Context: an optimization exercise on an open-source flow, tuned for small area. The choices shown serve that exercise and are no tape-out recipe.
Only simulation tests tie the RTL to the original design; equivalence was not proved.
No activity file was given, so power comes from the tool's default toggle rates.

v15:
## virtualConsole
module virtualConsole
(
    input  wire        clk,
    input  wire        reset,
    input  wire        uartRx,
    input  wire        readReq,
    input  wire  [2:0] readRow,
    input  wire  [3:0] readCol,
    input  wire  [2:0] readLine,
    output logic       readAck,
    output logic [7:0] glyphBits
);
For scale: ~1300 cells after synthesis, about 940 flip-flops, about 23 I/O pins.
clock: 5.0 ns
lec_check: 0
cap_margin: 20
core_margin: 2
core_utilization: 70
place_density: 0.8
slew_margin: 20
standard.sh (not shown) runs the stock make flow with config.mk's settings and CLKGATE_MAP_FILE= SYNTH_SCRIPT=/design/flow/synth_recipe.tcl, a recipe that flattens the netlist after the stock synthesis.
==> flow/flow/run.sh <==
#!/bin/bash
# Own layout flow: the standard ORFS flow (standard.sh), with
#  - the standard synthesis script, except that ABC maps the combinational
#    logic with an area-oriented script (flow/area.abc); registers are mapped
#    before ABC runs, so they keep the standard synthesis's names and cells
#  - no adder pre-mapping (ADDER_MAP_FILE empty), so ABC maps counters too
#  - port buffers of the smallest buffer cell
#  - clock tree options from flow/cts_args.txt
# Each tool's full output stays in orfs/logs/ and in the *.log files here.
set -euo pipefail
here=$(pwd)
# synthesis script: synth_recipe.tcl, sourcing a copy of ORFS's synth.tcl whose
# ABC call runs flow/area.abc instead of the speed script
sed 's|log_cmd abc {\*}\$abc_args|log_cmd abc -script $::env(AREA_ABC_SCRIPT) {*}[lrange $abc_args 2 end]|' \
  "$FLOW_HOME/scripts/synth.tcl" > "$here/synth_area.tcl"
grep -q 'AREA_ABC_SCRIPT' "$here/synth_area.tcl"
sed "s|source \$::env(SCRIPTS_DIR)/synth.tcl|source $here/synth_area.tcl|" \
  "$here/synth_recipe.tcl" > "$here/own_synth.tcl"
grep -q "synth_area.tcl" "$here/own_synth.tcl"
export AREA_ABC_SCRIPT="$here/flow/area.abc"
bash standard.sh \
  SYNTH_SCRIPT="$here/own_synth.tcl" \
  ADDER_MAP_FILE= \
  BUFFER_PORTS_ARGS="-buffer_cell sky130_fd_sc_hd__buf_1" \
  CTS_ARGS="$(cat "$here/flow/cts_args.txt")" \
  finish > "$here/standard.log" 2>&1
==> flow/flow/area.abc <==
strash
ifraig
scorr
dc2
strash
&get -n
&dch -f
&nf -R 1000 -F 10 -A 10
&put
topo
==> flow/flow/cts_args.txt <==
-sink_clustering_enable -repair_clock_nets -sink_clustering_size 20 -sink_clustering_max_diameter 60 -buf_list sky130_fd_sc_hd__clkbuf_8 -root_buf sky130_fd_sc_hd__clkbuf_16 -dont_use_dummy_load
> inputs changed (v15 -> v36)
--- a/flow/flow/run.sh
+++ b/flow/flow/run.sh
@@ -6 +5,0 @@
-#  - no adder pre-mapping (ADDER_MAP_FILE empty), so ABC maps counters too
@@ -23 +21,0 @@
-  ADDER_MAP_FILE= \
==> flow/flow/area.abc <==
strash
ifraig
scorr
dc2
strash
dch -f
map -a
strash
dch -f
map -a
topo
==> flow/flow/cts_args.txt <==
-sink_clustering_enable -repair_clock_nets -sink_clustering_size 20 -sink_clustering_max_diameter 60 -buf_list sky130_fd_sc_hd__clkbuf_8 -dont_use_dummy_load
==> run notes <==
- In summary, v36 completed successfully, with a layout that passed the timing, design-rule and antenna checks.
- v15 ended up with row[7].ring[110] as its last element of the critical path; v36 ended up with glyphBits[0].
- Going from v15 to v36, the post-layout total power was found to have gone down by about 1.1%.
- Run comparison: v15 first element of the critical path cursorCol[1]; v36 first element of the critical path readRow[2]
- v15 → v36: number of combinational gates with multiple inputs increased 12%, first-iteration DRC count shows an increase of 186.
Modified inputs, v30 compared to v36
# v36
export LEC_CHECK = 0
export CAP_MARGIN = 20
export CORE_MARGIN = 2
export CORE_UTILIZATION = 70
export PLACE_DENSITY = 0.8
export SLEW_MARGIN = 20
create_clock -name core_clock -period 5.0 [get_ports {clk}]
# v30
export LEC_CHECK = 0
export CAP_MARGIN = 20
export CORE_MARGIN = 2
export CORE_UTILIZATION = 75
export PLACE_DENSITY = 0.85
export SLEW_MARGIN = 20
create_clock -name core_clock -period 5.0 [get_ports {clk}]
--- a/flow/flow/run.sh
+++ b/flow/flow/run.sh
@@ -5,0 +6 @@
+#  - no adder pre-mapping (ADDER_MAP_FILE empty), so ABC maps counters too
@@ -21,0 +23 @@
+  ADDER_MAP_FILE= \
==> flow/flow/area.abc <==
strash
ifraig
scorr
dc2
strash
&get -n
&dch -f
&nf -R 1000 -F 10 -A 10
&put
topo
--- outcome ---
v36 → v30: detailed-route wire length on metal 1 fell about 0.46%, cell leakage power fell 0.89%.
Diff v36 -> v30: overall global routing resource usage went up by 5.5 points; power was more or less identical; core utilization went up by 4.7 points.
Between v36 and v30, the compound-gate portion of the synthesized area figures differ only marginally.
Combinational power share: v30 vs v36 — no meaningful difference
Diff v36 -> v30 | final design instance area without fill | down slightly
Inputs modified between v30 and v59:
# v30
export LEC_CHECK = 0
export CAP_MARGIN = 20
export CORE_MARGIN = 2
export CORE_UTILIZATION = 75
export PLACE_DENSITY = 0.85
export SLEW_MARGIN = 20
create_clock -name core_clock -period 5.0 [get_ports {clk}]
# v59
export LEC_CHECK = 0
export CAP_MARGIN = 20
export CORE_MARGIN = 2
export CORE_UTILIZATION = 70
export PLACE_DENSITY = 0.8
export SLEW_MARGIN = 20
create_clock -name core_clock -period 5.0 [get_ports {clk}]
- | clock network power share | lower: v30 |
- Final standard cell count with taps included and fillers excluded for v59: about 0.7% up relative to v30
- v30 has higher slew at the pin closest to its max-slew limit than v59.
- In terms of overall power, v30 and v59 differ only marginally.
- The worst vdd rail ir drop number comes out higher for v30 vs v59.
diff inputs: v59 => v53
==> flow/flow/cts_args.txt <==
-sink_clustering_enable -repair_clock_nets -sink_clustering_size 22 -sink_clustering_max_diameter 40 -buf_list sky130_fd_sc_hd__clkbuf_8 -dont_use_dummy_load
Results
- Register-to-register slack is lower on v53
- Comparing post-layout minimum cycle time for v59 and v53, the smaller number came from v59.
- v59 → v53: setup slack of the critical path after layout fell by 0.084 ns, routed wire length -2.9%.
#### Input delta (v21 over v53)
==> flow/flow/cts_args.txt <==
-sink_clustering_enable -repair_clock_nets -sink_clustering_size 12 -sink_clustering_max_diameter 40 -buf_list {sky130_fd_sc_hd__clkbuf_4 sky130_fd_sc_hd__clkbuf_8} -sink_clustering_buffer sky130_fd_sc_hd__clkbuf_4 -dont_use_dummy_load
### Flow results
- Looking at the reports, v21 completed the entire flow and the layout it produced met the timing, design-rule and antenna checks.
- Re number of remaining DRC errors: no difference whatsoever between v53 and v21.
- Switching share of power: v21 vs v53 up 0.15 points
- Summary of v21 over v53: via count went up by 2.8%, clock buffer count higher, ratio of cells with drive above 1 in the final layout +2.2 points, proportion of cell area spent on the clock network saw a decrease.
- v21 against v53: total power density per cell area went down, cell area did not really move, actual slew at the worst max-slew pin went up.
- v21 and v53 ended up with roughly the same clock-pin slew on the worst setup and hold paths.

========
Another version of the RTL of virtualConsole (not shown whole).
Size in the first run: about 1,400 cells after synthesis, ~940 flip-flops, ~0.022 mm2 of cells after synthesis.
Settings: LEC_CHECK=0, CAP_MARGIN=20, CORE_MARGIN=2, CORE_UTILIZATION=60, CTS_BUF_LIST=sky130_fd_sc_hd__clkbuf_8, CTS_CLUSTER_DIAMETER=50, CTS_CLUSTER_SIZE=16, SLEW_MARGIN=20; clock period 5.0 ns.
run.sh (not shown) runs the stock make flow with config.mk's settings and CLKGATE_MAP_FILE= SYNTH_SCRIPT=/design/flow/synth_recipe.tcl, a recipe that flattens the netlist after the stock synthesis.
Stock flow here: none of the scripts above is used.
Then changed:
==> flow/flow/run.sh (new file) <==
#!/bin/bash
# Own layout flow: the standard ORFS flow (standard.sh), with
#  - the standard synthesis script, except that ABC maps the combinational
#    logic with an area-oriented script (flow/area.abc); registers are mapped
#    before ABC runs, so they keep the standard synthesis's names and cells
#  - port buffers of the smallest buffer cell
#  - clock tree options from flow/cts_args.txt
# Each tool's full output stays in orfs/logs/ and in the *.log files here.
set -euo pipefail
here=$(pwd)
# synthesis script: synth_recipe.tcl, sourcing a copy of ORFS's synth.tcl whose
# ABC call runs flow/area.abc instead of the speed script
sed 's|log_cmd abc {\*}\$abc_args|log_cmd abc -script $::env(AREA_ABC_SCRIPT) {*}[lrange $abc_args 2 end]|' \
  "$FLOW_HOME/scripts/synth.tcl" > "$here/synth_area.tcl"
grep -q 'AREA_ABC_SCRIPT' "$here/synth_area.tcl"
sed "s|source \$::env(SCRIPTS_DIR)/synth.tcl|source $here/synth_area.tcl|" \
  "$here/synth_recipe.tcl" > "$here/own_synth.tcl"
grep -q "synth_area.tcl" "$here/own_synth.tcl"
export AREA_ABC_SCRIPT="$here/flow/area.abc"
bash standard.sh \
  SYNTH_SCRIPT="$here/own_synth.tcl" \
  BUFFER_PORTS_ARGS="-buffer_cell sky130_fd_sc_hd__buf_1" \
  CTS_ARGS="$(cat "$here/flow/cts_args.txt")" \
  finish > "$here/standard.log" 2>&1
==> flow/flow/area.abc (new file) <==
strash
ifraig
scorr
dc2
strash
dch -f
map -a
strash
dch -f
map -a
topo
==> flow/flow/cts_args.txt (new file) <==
-sink_clustering_enable -repair_clock_nets -sink_clustering_size 20 -sink_clustering_max_diameter 60 -buf_list sky130_fd_sc_hd__clkbuf_8 -dont_use_dummy_load
==> flow/standard.sh (new file) <==
#!/bin/bash
# synth_recipe.tcl (not shown) runs the flow's synth.tcl, then flattens the netlist and writes it again
# the make line also repeats each setting of config.mk as NAME=value (left out here)
make -C /OpenROAD-flow-scripts/flow DESIGN_CONFIG=/design/flow/config.mk WORK_HOME=/design/flow/orfs CLKGATE_MAP_FILE= SYNTH_SCRIPT=/design/flow/synth_recipe.tcl "${@:-finish}"
CORE_UTILIZATION = 70   (was 60)
CTS_BUF_LIST = unset   (was sky130_fd_sc_hd__clkbuf_8)
CTS_CLUSTER_DIAMETER = unset   (was 50)
CTS_CLUSTER_SIZE = unset   (was 16)
PLACE_DENSITY = 0.8   (was unset)
removed: flow/run.sh
Result:
- The changed run ran to the end with no violations
- worst setup slack improves by 67 ps
- core utilization climbs by 10 points
- maximum frequency climbs by a few percent
- power drops by a few percent
- wire length climbs by a few percent
- hold slack degrades by 7.9 ps
- clock skew climbs by 46 ps
- global-route usage climbs by 4.5 points
- first-iteration DRC count climbs by a quarter to a third
Then changed:
==> flow/run.sh (new file) <==
#!/bin/bash
# synth_recipe.tcl (not shown) runs the flow's synth.tcl, then flattens the netlist and writes it again
# the make line also repeats each setting of config.mk as NAME=value (left out here)
make -C /OpenROAD-flow-scripts/flow DESIGN_CONFIG=/design/flow/config.mk WORK_HOME=/design/flow/orfs CLKGATE_MAP_FILE= SYNTH_SCRIPT=/design/flow/synth_recipe.tcl finish
CORE_UTILIZATION = 60   (was 70)
CTS_BUF_LIST = sky130_fd_sc_hd__clkbuf_8   (was unset)
CTS_CLUSTER_DIAMETER = 40   (was unset)
CTS_CLUSTER_SIZE = 22   (was unset)
PLACE_DENSITY = unset   (was 0.8)
removed: flow/flow/run.sh
removed: flow/flow/area.abc
removed: flow/flow/cts_args.txt
removed: flow/standard.sh
=>
- global-route usage falls by 4.7 points
- sequential power barely changes
- routed wire length falls by about 4.3%
Then changed:
CORE_UTILIZATION = 40   (was 60)
CTS_BUF_LIST = unset   (was sky130_fd_sc_hd__clkbuf_8)
CTS_CLUSTER_DIAMETER = unset   (was 40)
CTS_CLUSTER_SIZE = unset   (was 22)
Wire length went up by 2.9%.
Cell area went up by 5.7%.
Non-clock buffer count went down by 2.
Die area went up by 49%.
Worst setup slack loses 100 ps.
Global-route usage went down by 5.0 points.
Sequential power stays flat.
Then changed:
CORE_UTILIZATION = 60   (was 40)
CTS_BUF_LIST = sky130_fd_sc_hd__clkbuf_4   (was unset)
CTS_CLUSTER_DIAMETER = 30   (was unset)
CTS_CLUSTER_SIZE = 8   (was unset)
After rerunning: The changed run produced a clean layout. Clock power shrinks by 35%. Utilization grows by 20 points. Die area shrinks by 33%. Sequential share of layout area grows by 4.7 points. Worst setup slack gains 260 ps. Via count grows by 0.77%. Synthesized cell count is unchanged. Count of clock-buffer cells in the layout grows by 26. Critical path depth grows by 1.

==> port drivers added, routing unchanged <==
Ports are ideal in the flow. The routed layouts listed here were re-timed in OpenROAD. Step 1 sets driving cells, clkbuf_16 on the clock port and buf_2 on the other inputs (assumed; they add their load-dependent delay and slew). Step 2 also shifts input and output timing later by t, the mid clock arrival at the registers, as if the neighbouring blocks saw the same clock. a / b / c = ideal ports / drivers / drivers and shift; a / b = the first two.
run | shift t [ns] | setup WS [ns] | cell pins on the clock port's net
v15 | 0.575 | 1.676 / 1.676 / 1.231 | 1
v36 | 0.619 | 1.696 / 1.716 / 1.097 | 1
v30 | 0.638 | 1.395 / 1.395 / 1.101 | 1
v59 | 0.641 | 1.633 / 1.633 / 1.247 | 1
v53 | 0.629 | 1.550 / 1.550 / 1.210 | 1
v21 | 0.608 | 1.629 / 1.629 / 1.145 | 1
the first run of note 2 | 0.691 | 1.596 / 1.580 / 0.889 | 1
the second run of note 2 | 0.630 | 1.663 / 1.669 / 1.039 | 1
the third run of note 2 | 0.678 | 1.600 / 1.586 / 0.907 | 1
the fourth run of note 2 | 0.666 | 1.500 / 1.498 / 0.832 | 1
the fifth run of note 2 | 0.855 | 1.760 / 1.737 / 0.882 | 1
After both steps every run listed still meets setup and hold. The setup slack of the fifth run of note 2, which loses most, moves by -0.023 ns with the drivers and by -0.878 ns with both steps.
